Background: an optimization exercise with open tools, aiming at small area, a short achievable clock period and few clock cycles per item. Do not read the settings as production practice.
Function was checked by simulation only, so behaviour that the tests miss may differ from the original.
Power figures rest on the tool's default switching activity, not on a simulated workload.

// process_table_round_robin_scheduler
module process_table_round_robin_scheduler #(
    parameter int TABLE_ENTRIES = prrs_pkg::TABLE_ENTRIES_DEFAULT
) (
    input  logic           clk,
    input  logic           rst_n,
    input  logic           req_valid,
    output logic           req_stall,
    input  prrs_pkg::req_t req,
    output logic           rsp_valid,
    input  logic           rsp_stall,
    output prrs_pkg::rsp_t rsp
);
Size in the first run: roughly 4,300 cells after synthesis, ~610 flip-flops, about 29 I/O pins, about 33,000 µm² of cells after synthesis.
export LEC_CHECK = 0
export ABC_AREA = 1
export CAP_MARGIN = 20
export CORE_MARGIN = 2
export CORE_UTILIZATION = 40
export CTS_CLUSTER_DIAMETER = 60
export CTS_CLUSTER_SIZE = 20
export SLEW_MARGIN = 20
export TNS_END_PERCENT = 20
create_clock -name core_clock -period 10.0 [get_ports {clk}]
standard.sh (not shown) runs the stock make flow with config.mk's settings and CLKGATE_MAP_FILE= SYNTH_SCRIPT=/design/flow/synth_recipe.tcl, a recipe that flattens the netlist after the stock synthesis.
==> flow/flow/run.sh <==
#!/bin/bash
set -euo pipefail
bash standard.sh SETUP_SLACK_MARGIN=6.9 "BUFFER_PORTS_ARGS=-buffer_cell sky130_fd_sc_hd__buf_4" finish > standard_flow.log 2>&1
The first run passed the timing, DRC and antenna checks.
Testbench counts at the start, summed over its fixed seeds: cycles 24,016, items 24,000.
==> next run, changes <==
==> flow/flow/run.sh (replaced) <==
#!/bin/bash
set -euo pipefail
bash standard.sh SETUP_SLACK_MARGIN=6.8 "BUFFER_PORTS_ARGS=-buffer_cell sky130_fd_sc_hd__buf_4" finish > standard_flow.log 2>&1
--- a/flow/config.mk
+++ b/flow/config.mk
@@ -10,3 +10,3 @@
 export CORE_MARGIN = 2
-export CORE_UTILIZATION = 40
+export CORE_UTILIZATION = 50
 export CTS_CLUSTER_DIAMETER = 60
Result:
- The new run finished clean
- worst hold slack barely changes
- sequential share of layout area climbs by 2.4 points
- via count went down by 1.8%
- die area drops by 20%
- count of clock-buffer cells in the layout came out lower by 9
- core utilization goes up by 8.6 points

run 1:
Starting RTL as in the previous note.
export LEC_CHECK = 0
export ABC_AREA = 1
export CAP_MARGIN = 20
export CORE_MARGIN = 2
export CORE_UTILIZATION = 40
export CTS_CLUSTER_DIAMETER = 70
export CTS_CLUSTER_SIZE = 24
export SLEW_MARGIN = 20
export TNS_END_PERCENT = 20
create_clock -name core_clock -period 10.0 [get_ports {clk}]
==> flow/flow/run.sh <==
#!/bin/bash
set -euo pipefail
bash standard.sh SETUP_SLACK_MARGIN=6.8 "BUFFER_PORTS_ARGS=-buffer_cell sky130_fd_sc_hd__buf_4" finish > standard_flow.log 2>&1
Testbench counts of run 1, summed over its fixed seeds: cycles 24,016, items 24,000.
For run 2, these inputs were changed with respect to run 1:
# run 1
export LEC_CHECK = 0
export ABC_AREA = 1
export CAP_MARGIN = 20
export CORE_MARGIN = 2
export CORE_UTILIZATION = 40
export CTS_CLUSTER_DIAMETER = 70
export CTS_CLUSTER_SIZE = 24
export SLEW_MARGIN = 20
export TNS_END_PERCENT = 20
create_clock -name core_clock -period 10.0 [get_ports {clk}]
# run 2
export LEC_CHECK = 0
export CAP_MARGIN = 20
export CORE_MARGIN = 2
export CORE_UTILIZATION = 40
export CTS_CLUSTER_DIAMETER = 60
export CTS_CLUSTER_SIZE = 20
export SLEW_MARGIN = 20
export TNS_END_PERCENT = 20
create_clock -name core_clock -period 10.0 [get_ports {clk}]
==> flow/flow/run.sh <==
#!/bin/bash
set -euo pipefail
bash standard.sh SETUP_SLACK_MARGIN=6.2 finish > standard_flow.log 2>&1
## What came out
Taking run 1 as the reference, in run 2 worst-margin pin slew rose by 0.080 ns; final cell count saw a decrease; part of the total power dissipated in the clock network now sits higher; number of global-route vias before repair down 7.6%. Worst hold slack (lower): run 1. Looking at cell with the largest stage delay on the worst path, the sky130_fd_sc_hd__dfxtp_4 result is from run 2; the sky130_fd_sc_hd__dfxtp_1 one comes from run 1. From run 1 to run 2 the numbers moved as follows: wire length of the first global-routing pass went down, height of the die went down, post-layout utilization of the core went down.
The inputs of run 3 differ from those of run 2 as listed below.
# run 2
export LEC_CHECK = 0
export CAP_MARGIN = 20
export CORE_MARGIN = 2
export CORE_UTILIZATION = 40
export CTS_CLUSTER_DIAMETER = 60
export CTS_CLUSTER_SIZE = 20
export SLEW_MARGIN = 20
export TNS_END_PERCENT = 20
create_clock -name core_clock -period 10.0 [get_ports {clk}]
# run 3
export LEC_CHECK = 0
export ABC_AREA = 1
export CAP_MARGIN = 20
export CORE_MARGIN = 2
export CORE_UTILIZATION = 40
export CTS_CLUSTER_DIAMETER = 60
export CTS_CLUSTER_SIZE = 20
export SLEW_MARGIN = 20
export TNS_END_PERCENT = 35
create_clock -name core_clock -period 10.0 [get_ports {clk}]
==> flow/flow/run.sh <==
#!/bin/bash
set -euo pipefail
bash standard.sh SETUP_SLACK_MARGIN=6.8 "BUFFER_PORTS_ARGS=-buffer_cell sky130_fd_sc_hd__buf_4" finish > standard_flow.log 2>&1
==> summary.txt <==
- Run 3 vs run 2, clock tree cell share of total cell area went up by 0.34 points.
- Taking run 2 as 1.0, run 3 lands at 1.13 on standby leakage power.
- [compare] base=run 2 new=run 3: required time of the worst setup path now sits higher, proportion of power drawn by combinational gates now sits higher, gate count after technology mapping now sits higher, maximum frequency now sits higher.
The inputs of run 4 differ from those of run 3 as listed below.
# run 3
export LEC_CHECK = 0
export ABC_AREA = 1
export CAP_MARGIN = 20
export CORE_MARGIN = 2
export CORE_UTILIZATION = 40
export CTS_CLUSTER_DIAMETER = 60
export CTS_CLUSTER_SIZE = 20
export SLEW_MARGIN = 20
export TNS_END_PERCENT = 35
create_clock -name core_clock -period 10.0 [get_ports {clk}]
# run 4
export LEC_CHECK = 0
export ABC_AREA = 1
export CAP_MARGIN = 20
export CORE_MARGIN = 2
export CORE_UTILIZATION = 40
export CTS_CLUSTER_DIAMETER = 60
export CTS_CLUSTER_SIZE = 20
export SLEW_MARGIN = 20
export TNS_END_PERCENT = 20
create_clock -name core_clock -period 10.0 [get_ports {clk}]
Results
- Run 4 against run 3: routed wire length decreased by about 1.6% relative to the old numbers, combinational share of power saw a decrease.
- Changes observed in run 4 relative to run 3: cell area now smaller; endpoint arrival time on the critical path now smaller; cell count now smaller.
- Sequential logic power across run 3 and run 4: no real change.
- Cmp run 3 and run 4 / share of total power in the clock network / higher: run 4
- As far as synthesized cell count goes, run 4 and run 3 are indistinguishable; the numbers are identical.
The inputs of run 5 differ from those of run 4 as listed below.
# run 4
export LEC_CHECK = 0
export ABC_AREA = 1
export CAP_MARGIN = 20
export CORE_MARGIN = 2
export CORE_UTILIZATION = 40
export CTS_CLUSTER_DIAMETER = 60
export CTS_CLUSTER_SIZE = 20
export SLEW_MARGIN = 20
export TNS_END_PERCENT = 20
create_clock -name core_clock -period 10.0 [get_ports {clk}]
# run 5
export LEC_CHECK = 0
export CAP_MARGIN = 20
export CORE_MARGIN = 2
export CORE_UTILIZATION = 40
export CTS_CLUSTER_DIAMETER = 60
export CTS_CLUSTER_SIZE = 20
export SLEW_MARGIN = 20
export TNS_END_PERCENT = 20
create_clock -name core_clock -period 10.0 [get_ports {clk}]
==> flow/flow/run.sh <==
#!/bin/bash
set -euo pipefail
bash standard.sh SETUP_SLACK_MARGIN=6.5 finish > standard_flow.log 2>&1
Notes after the runs:
Synthesized instance count, run 5 vs run 4: down by more than 10%. Summary of run 5 over run 4: wire length of the first global-routing pass picked up an extra about 2%, average detailed-routed wire length per instance picked up an extra about 28%.

[separate check: timing with driven ports]
No port has a modelled driver above. Below, the same layouts with a new extraction and two added sets of constraints. Step 1 assumes that a clkbuf_16 drives the clock port and a buf_2 every other input. Step 2 times the ports against the registers' clock, not the clock port: input delays grow and output delays shrink by t, the midpoint of the rising clock arrivals with the driver on. Slacks: ideal / step 1 / step 2; pairs: ideal / step 1.
| run | t (ns) | setup WS [ns] | clock arrival spread, ns | worst slew at a driven data input, ns |
|---|---|---|---|---|
| the first run of note 1 | 0.728 | 6.677 / 6.677 / 6.349 | 0.040 / 0.040 | 0.05 |
| the second run of note 1 | 0.693 | 6.550 / 6.550 / 6.328 | 0.030 / 0.030 | 0.05 |
| run 1 | 0.695 | 6.552 / 6.552 / 6.295 | 0.039 / 0.040 | 0.05 |
| run 2 | 0.689 | 6.131 / 6.131 / 5.723 | 0.051 / 0.050 | 0.06 |
| run 3 | 0.722 | 6.609 / 6.609 / 6.324 | 0.036 / 0.035 | 0.05 |
| run 4 | 0.717 | 6.655 / 6.655 / 6.317 | 0.024 / 0.024 | 0.05 |
| run 5 | 0.691 | 6.357 / 6.356 / 5.860 | 0.071 / 0.071 | 0.06 |
After both steps every run listed still meets setup and hold. The setup slack of run 5, which loses most, moves by -0.001 ns with the drivers and by -0.497 ns with both steps. Setup slack includes reset recovery checks.
